This is an optimization exercise on Yosys and OpenROAD, whose aim is small area, a short achievable clock period and few clock cycles per item, not a production implementation.
Where RTL was checked, it was by simulation tests only, not by an equivalence proof against the original.
No activity file was given, so power comes from the tool's default toggle rates.

Setup of rev 12:
==> flow/design.v <==
package wdd_pkg;
  localparam int ValueW           = 32;
  localparam int WindowKW         = 5;
  localparam int DefaultMaxWindow = 16;
  typedef struct packed {
    logic signed [ValueW-1:0] value;
    logic                     last_item;
  } wdd_in_t;
  typedef struct packed {
    logic match_now;
    logic found_so_far;
    logic array_done;
  } wdd_out_t;
endpackage
module wdd_cell (
  input  logic                              in_window_i,
  input  logic signed [wdd_pkg::ValueW-1:0] probe_i,
  input  logic signed [wdd_pkg::ValueW-1:0] value_i,
  output logic                              hit_o
);
  assign hit_o = in_window_i && (value_i == probe_i);
endmodule
module windowed_duplicate_detector
#(
  parameter int MAX_WINDOW = wdd_pkg::DefaultMaxWindow
) (
  input  logic                clk_i,
  input  logic                rst_ni,
  input  logic                in_valid_i,
  output logic                in_stall_o,
  input  wdd_pkg::wdd_in_t             in_data_i,
  output logic                out_valid_o,
  input  logic                out_stall_i,
  output wdd_pkg::wdd_out_t            out_data_o,
  input  logic                cfg_we_i,
  input  logic [wdd_pkg::WindowKW-1:0] cfg_wdata_i
);
  localparam int N     = MAX_WINDOW;
  localparam int PhW   = (N > 16) ? 5 : (N > 8) ? 4 : (N > 4) ? 3 : (N > 2) ? 2 : 1;
  localparam int CntW  = (N > 15) ? 5 : (N > 7) ? 4 : (N > 3) ? 3 : (N > 1) ? 2 : 1;
  localparam int NGrp  = (N % 2 == 0) ? N / 2 : N;
  localparam int GrpSz = N / NGrp;
  localparam int QD    = 3;
  logic [N-1:0][wdd_pkg::ValueW-1:0] ring_q;
  logic [CntW-1:0]              fill_q, fill_d;
  logic [PhW-1:0]               phase_q, phase_d;
  logic [wdd_pkg::WindowKW-1:0] window_k_q, window_k_d;
  logic                         stall_q, stall_d;
  logic                         in_xfer;
  logic [N-1:0]                 in_window;
  logic [N-1:0]                 hit_vec;
  logic [NGrp-1:0]              grp_hit;
  logic [NGrp-1:0]              hit_q;
  logic                         hlast_q;
  logic                         hvalid_q;
  logic                         seen_q;
  wdd_pkg::wdd_out_t            res;
  logic [QD-1:0][2:0]           q_data, q_data_d;
  logic [QD-1:0]                q_valid, q_valid_d;
  logic                         pop;
  assign in_stall_o = stall_q;
  assign in_xfer    = in_valid_i && !stall_q;
  always_ff @(posedge clk_i) begin
    ring_q[0] <= in_xfer ? in_data_i.value : ring_q[N-1];
    for (int j = 1; j < N; j++) begin
      ring_q[j] <= ring_q[j-1];
    end
  end
  for (genvar gi = 0; gi < N; gi++) begin : g_cell
    assign in_window[gi] = (CntW'(gi) < fill_q) && (32'(gi) < 32'(window_k_q));
    wdd_cell u_cell (
      .in_window_i(in_window[gi]),
      .probe_i    (in_data_i.value),
      .value_i    (ring_q[gi]),
      .hit_o      (hit_vec[gi])
    );
  end
  for (genvar gg = 0; gg < NGrp; gg++) begin : g_grp
    assign grp_hit[gg] = |hit_vec[gg*GrpSz +: GrpSz];
  end
  always_comb begin
    fill_d  = fill_q;
    phase_d = (phase_q == PhW'(N - 1)) ? '0 : phase_q + PhW'(1);
    if (in_xfer) begin
      phase_d = '0;
      if (in_data_i.last_item) begin
        fill_d = '0;
      end else if (fill_q != CntW'(N)) begin
        fill_d = fill_q + CntW'(1);
      end
    end
  end
  always_comb begin
    if (32'(cfg_wdata_i) > N) begin
      window_k_d = wdd_pkg::WindowKW'(N);
    end else begin
      window_k_d = cfg_wdata_i;
    end
  end
  always_ff @(posedge clk_i or negedge rst_ni) begin
    if (!rst_ni) begin
      window_k_q <= '0;
    end else if (cfg_we_i) begin
      window_k_q <= window_k_d;
    end
  end
  always_ff @(posedge clk_i or negedge rst_ni) begin
    if (!rst_ni) begin
      fill_q   <= '0;
      phase_q  <= '0;
      hvalid_q <= 1'b0;
    end else begin
      fill_q   <= fill_d;
      phase_q  <= phase_d;
      hvalid_q <= in_xfer;
    end
  end
  always_ff @(posedge clk_i) begin
    hit_q   <= grp_hit;
    hlast_q <= in_data_i.last_item;
  end
  always_comb begin
    res.match_now    = |hit_q;
    res.found_so_far = seen_q || res.match_now;
    res.array_done   = hlast_q;
  end
  always_ff @(posedge clk_i or negedge rst_ni) begin
    if (!rst_ni) begin
      seen_q <= 1'b0;
    end else if (hvalid_q) begin
      seen_q <= hlast_q ? 1'b0 : res.found_so_far;
    end
  end
  assign pop = q_valid[0] && !out_stall_i;
  always_comb begin
    logic [QD-1:0] v_after;
    logic          placed;
    v_after = pop ? (q_valid >> 1) : q_valid;
    placed  = 1'b0;
    q_valid_d = v_after;
    for (int e = 0; e < QD; e++) begin
      q_data_d[e] = (pop && e < QD - 1) ? q_data[(e < QD - 1) ? e + 1 : e] : q_data[e];
      if (hvalid_q && !placed && !v_after[e]) begin
        q_data_d[e]  = res;
        q_valid_d[e] = 1'b1;
        placed       = 1'b1;
      end
    end
  end
  always_ff @(posedge clk_i or negedge rst_ni) begin
    if (!rst_ni) begin
      q_valid <= '0;
    end else begin
      q_valid <= q_valid_d;
    end
  end
  always_ff @(posedge clk_i) begin
    for (int e = 0; e < QD; e++) begin
      q_data[e] <= q_data_d[e];
    end
  end
  assign stall_d = q_valid_d[QD-1] || (q_valid_d[QD-2] && in_xfer) ||
                   (!in_xfer && (fill_q != '0) && (phase_q != PhW'(N - 1)));
  always_ff @(posedge clk_i or negedge rst_ni) begin
    if (!rst_ni) begin
      stall_q <= 1'b0;
    end else begin
      stall_q <= stall_d;
    end
  end
  assign out_valid_o = q_valid[0];
  assign out_data_o  = q_data[0];
endmodule
module wdd_top (
  input  logic        clk_i,
  input  logic        rst_ni,
  input  logic        in_valid_i,
  output logic        in_stall_o,
  input  logic [31:0] in_value_i,
  input  logic        in_last_i,
  output logic        out_valid_o,
  input  logic        out_stall_i,
  output logic        out_match_now_o,
  output logic        out_found_so_far_o,
  output logic        out_array_done_o,
  input  logic        cfg_we_i,
  input  logic [4:0]  cfg_wdata_i
);
  wdd_pkg::wdd_in_t  in_data;
  wdd_pkg::wdd_out_t out_data;
  assign in_data.value     = in_value_i;
  assign in_data.last_item = in_last_i;
  windowed_duplicate_detector u_wdd (
    .clk_i(clk_i), .rst_ni(rst_ni),
    .in_valid_i(in_valid_i), .in_stall_o(in_stall_o), .in_data_i(in_data),
    .out_valid_o(out_valid_o), .out_stall_i(out_stall_i), .out_data_o(out_data),
    .cfg_we_i(cfg_we_i), .cfg_wdata_i(cfg_wdata_i)
  );
  assign out_match_now_o    = out_data.match_now;
  assign out_found_so_far_o = out_data.found_so_far;
  assign out_array_done_o   = out_data.array_done;
endmodule
export LEC_CHECK = 0
export CAP_MARGIN = 20
export CORE_MARGIN = 2
export CORE_UTILIZATION = 40
export CTS_CLUSTER_DIAMETER = 80
export CTS_CLUSTER_SIZE = 25
export SETUP_SLACK_MARGIN = 2.0
export SLEW_MARGIN = 20
create_clock -name core_clock -period 4.0 [get_ports {clk_i}]
standard.sh (not shown) runs the stock make flow with config.mk's settings and CLKGATE_MAP_FILE= SYNTH_SCRIPT=/design/flow/synth_recipe.tcl, a recipe that flattens the netlist after the stock synthesis.
==> flow/flow/run.sh <==
#!/bin/bash
# The standard layout (the standard.sh, unchanged synthesis, floorplan,
# power grid and tap cells), with two placement/repair settings changed:
#  - the port buffers are plain buf_4 cells instead of the delay-buffer cell
#    buffer_ports picks by default (every port still gets its own buffer);
#  - gate sizing may swap a cell for one with a different footprint.
# The full output of the run goes to standard.log in this folder.
set -o pipefail
bash standard.sh \
  BUFFER_PORTS_ARGS="-buffer_cell sky130_fd_sc_hd__buf_4" \
  MATCH_CELL_FOOTPRINT=0 \
  finish > standard.log 2>&1
Input changes introduced in rev 13 (baseline for comparison: rev 12):
diff --git a/flow/design.v b/flow/design.v
--- a/flow/design.v
+++ b/flow/design.v
@@ -46,10 +46,11 @@
   logic [PhW-1:0]               phase_q, phase_d;
   logic [wdd_pkg::WindowKW-1:0] window_k_q, window_k_d;
   logic                         stall_q, stall_d;
   logic                         in_xfer;
   logic [N-1:0]                 in_window;
+  logic [CntW-1:0]              span_q, span_d;
   logic [N-1:0]                 hit_vec;
   logic [NGrp-1:0]              grp_hit;
   logic [NGrp-1:0]              hit_q;
   logic                         hlast_q;
   logic                         hvalid_q;
@@ -64,12 +65,31 @@
     ring_q[0] <= in_xfer ? in_data_i.value : ring_q[N-1];
     for (int j = 1; j < N; j++) begin
       ring_q[j] <= ring_q[j-1];
     end
   end
+  always_comb begin
+    span_d = span_q;
+    if (cfg_we_i) begin
+      span_d = (32'(fill_q) < 32'(window_k_d)) ? fill_q : CntW'(window_k_d);
+    end else if (in_xfer) begin
+      if (in_data_i.last_item) begin
+        span_d = '0;
+      end else if (32'(span_q) != 32'(window_k_q)) begin
+        span_d = span_q + CntW'(1);
+      end
+    end
+  end
+  always_ff @(posedge clk_i or negedge rst_ni) begin
+    if (!rst_ni) begin
+      span_q <= '0;
+    end else begin
+      span_q <= span_d;
+    end
+  end
   for (genvar gi = 0; gi < N; gi++) begin : g_cell
-    assign in_window[gi] = (CntW'(gi) < fill_q) && (32'(gi) < 32'(window_k_q));
+    assign in_window[gi] = (CntW'(gi) < span_q);
     wdd_cell u_cell (
       .in_window_i(in_window[gi]),
       .probe_i    (in_data_i.value),
       .value_i    (ring_q[gi]),
       .hit_o      (hit_vec[gi])
==> summary.txt <==
Relative to rev 12, the final cell area reported for rev 13 is higher. In rev 13, slew of the pin with the lowest slew margin is lower than in rev 12. Worst hold slack ended up 0.034 ns higher on rev 13 than on rev 12. Capturing instance or port of the critical path: u_wdd.hit_q[6]$_DFF_P_ -> rev 13, u_wdd.hit_q[7]$_DFF_P_ -> rev 12. Synthesis-to-layout area growth for rev 13 is lower than for rev 12. Diff rev 12 -> rev 13 | via count of the first global-routing pass | up by a few percent. Taking rev 12 as the reference, in rev 13 peak supply drop now larger, fraction of area in multi-input gates now larger.
Testbench counts of rev 13, summed over its fixed seeds: cycles 16,795, items 16,384.
Function not checked in rev 12: the RTL went through the layout flow alone.

========
north:
RTL: the design.v shown in full above, as it stands there.
==> flow/config.mk <==
export PLATFORM = sky130hd
export DESIGN_NAME = wdd_top
export DESIGN_NICKNAME = wdd_top
export VERILOG_FILES = /design/flow/design.v
export SDC_FILE = /design/flow/constraint.sdc
export NUM_CORES = 4
export LEC_CHECK = 0
export CAP_MARGIN = 20
export CORE_MARGIN = 2
export CORE_UTILIZATION = 40
export CTS_CLUSTER_DIAMETER = 80
export CTS_CLUSTER_SIZE = 25
export SETUP_SLACK_MARGIN = 2.1
export SLEW_MARGIN = 20
==> flow/constraint.sdc <==
create_clock -name core_clock -period 4.0 [get_ports {clk_i}]
set_input_delay 0.8000 -clock core_clock [delete_from_list [all_inputs] [get_ports {clk_i}]]
set_output_delay 0.8000 -clock core_clock [all_outputs]
set_load 0.01 [all_outputs]
Scripts as last shown in full above: flow/flow/run.sh
Relative to north, the following input files were edited for south:
diff --git a/flow/design.v b/flow/design.v
--- a/flow/design.v
+++ b/flow/design.v
@@ -46,10 +46,12 @@
   logic [PhW-1:0]               phase_q, phase_d;
   logic [wdd_pkg::WindowKW-1:0] window_k_q, window_k_d;
   logic                         stall_q, stall_d;
   logic                         in_xfer;
   logic [N-1:0]                 in_window;
+  logic [wdd_pkg::WindowKW-1:0] window_next;
+  logic [CntW-1:0]              span_q, span_d;
   logic [N-1:0]                 hit_vec;
   logic [NGrp-1:0]              grp_hit;
   logic [NGrp-1:0]              hit_q;
   logic                         hlast_q;
   logic                         hvalid_q;
@@ -64,12 +66,21 @@
     ring_q[0] <= in_xfer ? in_data_i.value : ring_q[N-1];
     for (int j = 1; j < N; j++) begin
       ring_q[j] <= ring_q[j-1];
     end
   end
+  assign window_next = cfg_we_i ? window_k_d : window_k_q;
+  assign span_d = (32'(fill_d) < 32'(window_next)) ? fill_d : CntW'(window_next);
+  always_ff @(posedge clk_i or negedge rst_ni) begin
+    if (!rst_ni) begin
+      span_q <= '0;
+    end else begin
+      span_q <= span_d;
+    end
+  end
   for (genvar gi = 0; gi < N; gi++) begin : g_cell
-    assign in_window[gi] = (CntW'(gi) < fill_q) && (32'(gi) < 32'(window_k_q));
+    assign in_window[gi] = (CntW'(gi) < span_q);
     wdd_cell u_cell (
       .in_window_i(in_window[gi]),
       .probe_i    (in_data_i.value),
       .value_i    (ring_q[gi]),
       .hit_o      (hit_vec[gi])
Findings:
Changes observed in south relative to north: cell area +0.56%, number of gates on the worst path with buffers counted moved up, hold slack higher. south ended up with u_wdd.fill_q[0] as its launch point of the worst path; north ended up with u_wdd.window_k_q[4]. south against north: area occupied by multi-input gates higher; met2 routed wirelength lower; overall power consumption higher.
Function was not checked in any run of this note: the RTL went through the layout flow alone.

========
wdd_top, a different RTL version from the one above (not shown whole).
Size: roughly 570 flip-flops, ~0.019 mm2 of cells after synthesis.
==> module windowed_duplicate_detector, before the edit <==
module windowed_duplicate_detector
#(
  parameter int MAX_WINDOW = wdd_pkg::DefaultMaxWindow
) (
  input  logic                clk_i,
  input  logic                rst_ni,
  input  logic                in_valid_i,
  output logic                in_stall_o,
  input  wdd_pkg::wdd_in_t             in_data_i,
  output logic                out_valid_o,
  input  logic                out_stall_i,
  output wdd_pkg::wdd_out_t            out_data_o,
  input  logic                cfg_we_i,
  input  logic [wdd_pkg::WindowKW-1:0] cfg_wdata_i
);
  localparam int N     = MAX_WINDOW;
  localparam int PhW   = (N > 16) ? 5 : (N > 8) ? 4 : (N > 4) ? 3 : (N > 2) ? 2 : 1;
  localparam int CntW  = (N > 15) ? 5 : (N > 7) ? 4 : (N > 3) ? 3 : (N > 1) ? 2 : 1;
  localparam int NGrp  = N;
  localparam int GrpSz = N / NGrp;
  localparam int QD    = 3;
  logic [N-1:0][wdd_pkg::ValueW-1:0] ring_q;
  logic [CntW-1:0]              fill_q, fill_d;
  logic [PhW-1:0]               phase_q, phase_d;
  logic [wdd_pkg::WindowKW-1:0] window_k_q, window_k_d;
  logic                         stall_q, stall_d;
  logic                         in_xfer;
  logic [N-1:0]                 in_window, in_window_d;
  logic [wdd_pkg::WindowKW-1:0] window_next;
  logic [N-1:0]                 hit_vec;
  logic [NGrp-1:0]              grp_hit;
  logic [NGrp-1:0]              hit_q;
  logic                         hlast_q;
  logic                         hvalid_q;
  logic                         seen_q;
  wdd_pkg::wdd_out_t            res;
  logic [QD-1:0][2:0]           q_data, q_data_d;
  logic [QD-1:0]                q_valid, q_valid_d;
  logic                         pop;
  assign in_stall_o = stall_q;
  assign in_xfer    = in_valid_i && !stall_q;
  always_ff @(posedge clk_i) begin
    ring_q[0] <= in_xfer ? in_data_i.value : ring_q[N-1];
    for (int j = 1; j < N; j++) begin
      ring_q[j] <= ring_q[j-1];
    end
  end
  assign window_next = cfg_we_i ? window_k_d : window_k_q;
  for (genvar gi = 0; gi < N; gi++) begin : g_cell
    assign in_window_d[gi] = (CntW'(gi) < fill_d) && (32'(gi) < 32'(window_next));
    wdd_cell u_cell (
      .in_window_i(in_window[gi]),
      .probe_i    (in_data_i.value),
      .value_i    (ring_q[gi]),
      .hit_o      (hit_vec[gi])
    );
  end
  for (genvar gg = 0; gg < NGrp; gg++) begin : g_grp
    assign grp_hit[gg] = |hit_vec[gg*GrpSz +: GrpSz];
  end
  always_comb begin
    fill_d  = fill_q;
    phase_d = (phase_q == PhW'(N - 1)) ? '0 : phase_q + PhW'(1);
    if (in_xfer) begin
      phase_d = '0;
      if (in_data_i.last_item) begin
        fill_d = '0;
      end else if (fill_q != CntW'(N)) begin
        fill_d = fill_q + CntW'(1);
      end
    end
  end
  always_comb begin
    if (32'(cfg_wdata_i) > N) begin
      window_k_d = wdd_pkg::WindowKW'(N);
    end else begin
      window_k_d = cfg_wdata_i;
    end
  end
  always_ff @(posedge clk_i or negedge rst_ni) begin
    if (!rst_ni) begin
      window_k_q <= '0;
    end else if (cfg_we_i) begin
      window_k_q <= window_k_d;
    end
  end
  always_ff @(posedge clk_i or negedge rst_ni) begin
    if (!rst_ni) begin
      fill_q   <= '0;
      phase_q  <= '0;
      hvalid_q <= 1'b0;
    end else begin
      fill_q   <= fill_d;
      phase_q  <= phase_d;
      hvalid_q <= in_xfer;
    end
  end
  always_ff @(posedge clk_i or negedge rst_ni) begin
    if (!rst_ni) begin
      in_window <= '0;
    end else begin
      in_window <= in_window_d;
    end
  end
  always_ff @(posedge clk_i) begin
    hit_q   <= grp_hit;
    hlast_q <= in_data_i.last_item;
  end
  always_comb begin
    res.match_now    = |hit_q;
    res.found_so_far = seen_q || res.match_now;
    res.array_done   = hlast_q;
  end
  always_ff @(posedge clk_i or negedge rst_ni) begin
    if (!rst_ni) begin
      seen_q <= 1'b0;
    end else if (hvalid_q) begin
      seen_q <= hlast_q ? 1'b0 : res.found_so_far;
    end
  end
  assign pop = q_valid[0] && !out_stall_i;
  always_comb begin
    logic [QD-1:0] v_after;
    logic          placed;
    v_after = pop ? (q_valid >> 1) : q_valid;
    placed  = 1'b0;
    q_valid_d = v_after;
    for (int e = 0; e < QD; e++) begin
      q_data_d[e] = (pop && e < QD - 1) ? q_data[(e < QD - 1) ? e + 1 : e] : q_data[e];
      if (hvalid_q && !placed && !v_after[e]) begin
        q_data_d[e]  = res;
        q_valid_d[e] = 1'b1;
        placed       = 1'b1;
      end
    end
  end
  always_ff @(posedge clk_i or negedge rst_ni) begin
    if (!rst_ni) begin
      q_valid <= '0;
    end else begin
      q_valid <= q_valid_d;
    end
  end
  always_ff @(posedge clk_i) begin
    for (int e = 0; e < QD; e++) begin
      q_data[e] <= q_data_d[e];
    end
  end
  assign stall_d = q_valid_d[QD-1] || (q_valid_d[QD-2] && in_xfer) ||
                   ((fill_d != '0) && (phase_d != '0));
  always_ff @(posedge clk_i or negedge rst_ni) begin
    if (!rst_ni) begin
      stall_q <= 1'b0;
    end else begin
      stall_q <= stall_d;
    end
  end
  assign out_valid_o = q_valid[0];
  assign out_data_o  = q_data[0];
endmodule
Settings: LEC_CHECK=0, CAP_MARGIN=20, CORE_MARGIN=2, CORE_UTILIZATION=40, CTS_CLUSTER_DIAMETER=90, CTS_CLUSTER_SIZE=30, SETUP_SLACK_MARGIN=2.0, SLEW_MARGIN=20; clock period 4.0 ns.
run.sh (not shown) runs the stock make flow with config.mk's settings and CLKGATE_MAP_FILE= SYNTH_SCRIPT=/design/flow/synth_recipe.tcl, a recipe that flattens the netlist after the stock synthesis.
Stock flow here: none of the scripts above is used.
==> next run, changes <==
--- a/flow/design.v
+++ b/flow/design.v
@@ -47,8 +47,7 @@
   logic [wdd_pkg::WindowKW-1:0] window_k_q, window_k_d;
   logic                         stall_q, stall_d;
   logic                         in_xfer;
-  logic [N-1:0]                 in_window, in_window_d;
-  logic [wdd_pkg::WindowKW-1:0] window_next;
+  logic [N-1:0]                 in_window;
   logic [N-1:0]                 hit_vec;
   logic [NGrp-1:0]              grp_hit;
   logic [NGrp-1:0]              hit_q;
@@ -67,9 +66,8 @@
       ring_q[j] <= ring_q[j-1];
     end
   end
-  assign window_next = cfg_we_i ? window_k_d : window_k_q;
   for (genvar gi = 0; gi < N; gi++) begin : g_cell
-    assign in_window_d[gi] = (CntW'(gi) < fill_d) && (32'(gi) < 32'(window_next));
+    assign in_window[gi] = (CntW'(gi) < fill_q) && (32'(gi) < 32'(window_k_q));
     wdd_cell u_cell (
       .in_window_i(in_window[gi]),
       .probe_i    (in_data_i.value),
@@ -115,13 +113,6 @@
       fill_q   <= fill_d;
       phase_q  <= phase_d;
       hvalid_q <= in_xfer;
-    end
-  end
-  always_ff @(posedge clk_i or negedge rst_ni) begin
-    if (!rst_ni) begin
-      in_window <= '0;
-    end else begin
-      in_window <= in_window_d;
     end
   end
   always_ff @(posedge clk_i) begin
Result: Global-route usage increases by 1.1 points. Wire length decreases by 3.3%. First-iteration DRC count decreases by 3.0%. Synthesized cell count decreases by 1.0%. Final area decreases by 7.9%. Combinational power decreases by 19%. Worst setup slack degrades by 100 ps. Sequential share of layout area increases by 2.5 points. Power decreases by 8.5%. Utilization decreases by 1.9 points. Fmax decreases by 4.8%.
Testbench counts after the change, summed over its fixed seeds: cycles 16,795, items 16,384.
Only the layout flow was run in the first run of this note; the RTL was not checked for function there.

## separate check: timing with driven ports
The flow's constraints put no driver on any port. The routed layouts listed below were extracted and timed again, unchanged, in two steps.
Step 1 assumes that a clkbuf_16 drives the clock port and a buf_2 every other input.
Step 2 moves the port delays by t, midway between the first and last clock arrival at a register: inputs arrive t later, outputs are due t later. That takes back most of the time a late clock gives input paths.
Slacks: ideal / step 1 / step 2; pairs: ideal / step 1.
run | shift t [ns] | setup slack, ns | worst hold slack (ns)
rev 12 | 0.645 | 2.021 / 2.009 / 1.420 | 0.069 / 0.042 / 0.356
rev 13 | 0.647 | 2.055 / 2.027 / 1.437 | 0.103 / 0.076 / 0.349
north | 0.652 | 2.012 / 2.012 / 1.426 | 0.074 / 0.044 / 0.349
south | 0.627 | 1.486 / 1.486 / 1.140 | 0.096 / 0.069 / 0.350
the first run of note 3 | 0.635 | 2.017 / 2.003 / 1.404 | 0.278 / 0.251 / 0.355
the second run of note 3 | 0.646 | 1.917 / 1.918 / 1.323 | 0.358 / 0.358 / 0.358
After both steps setup and hold are still met in every run listed. The setup slack of rev 13, which loses most, moves by -0.028 ns with the drivers and by -0.618 ns with both steps.
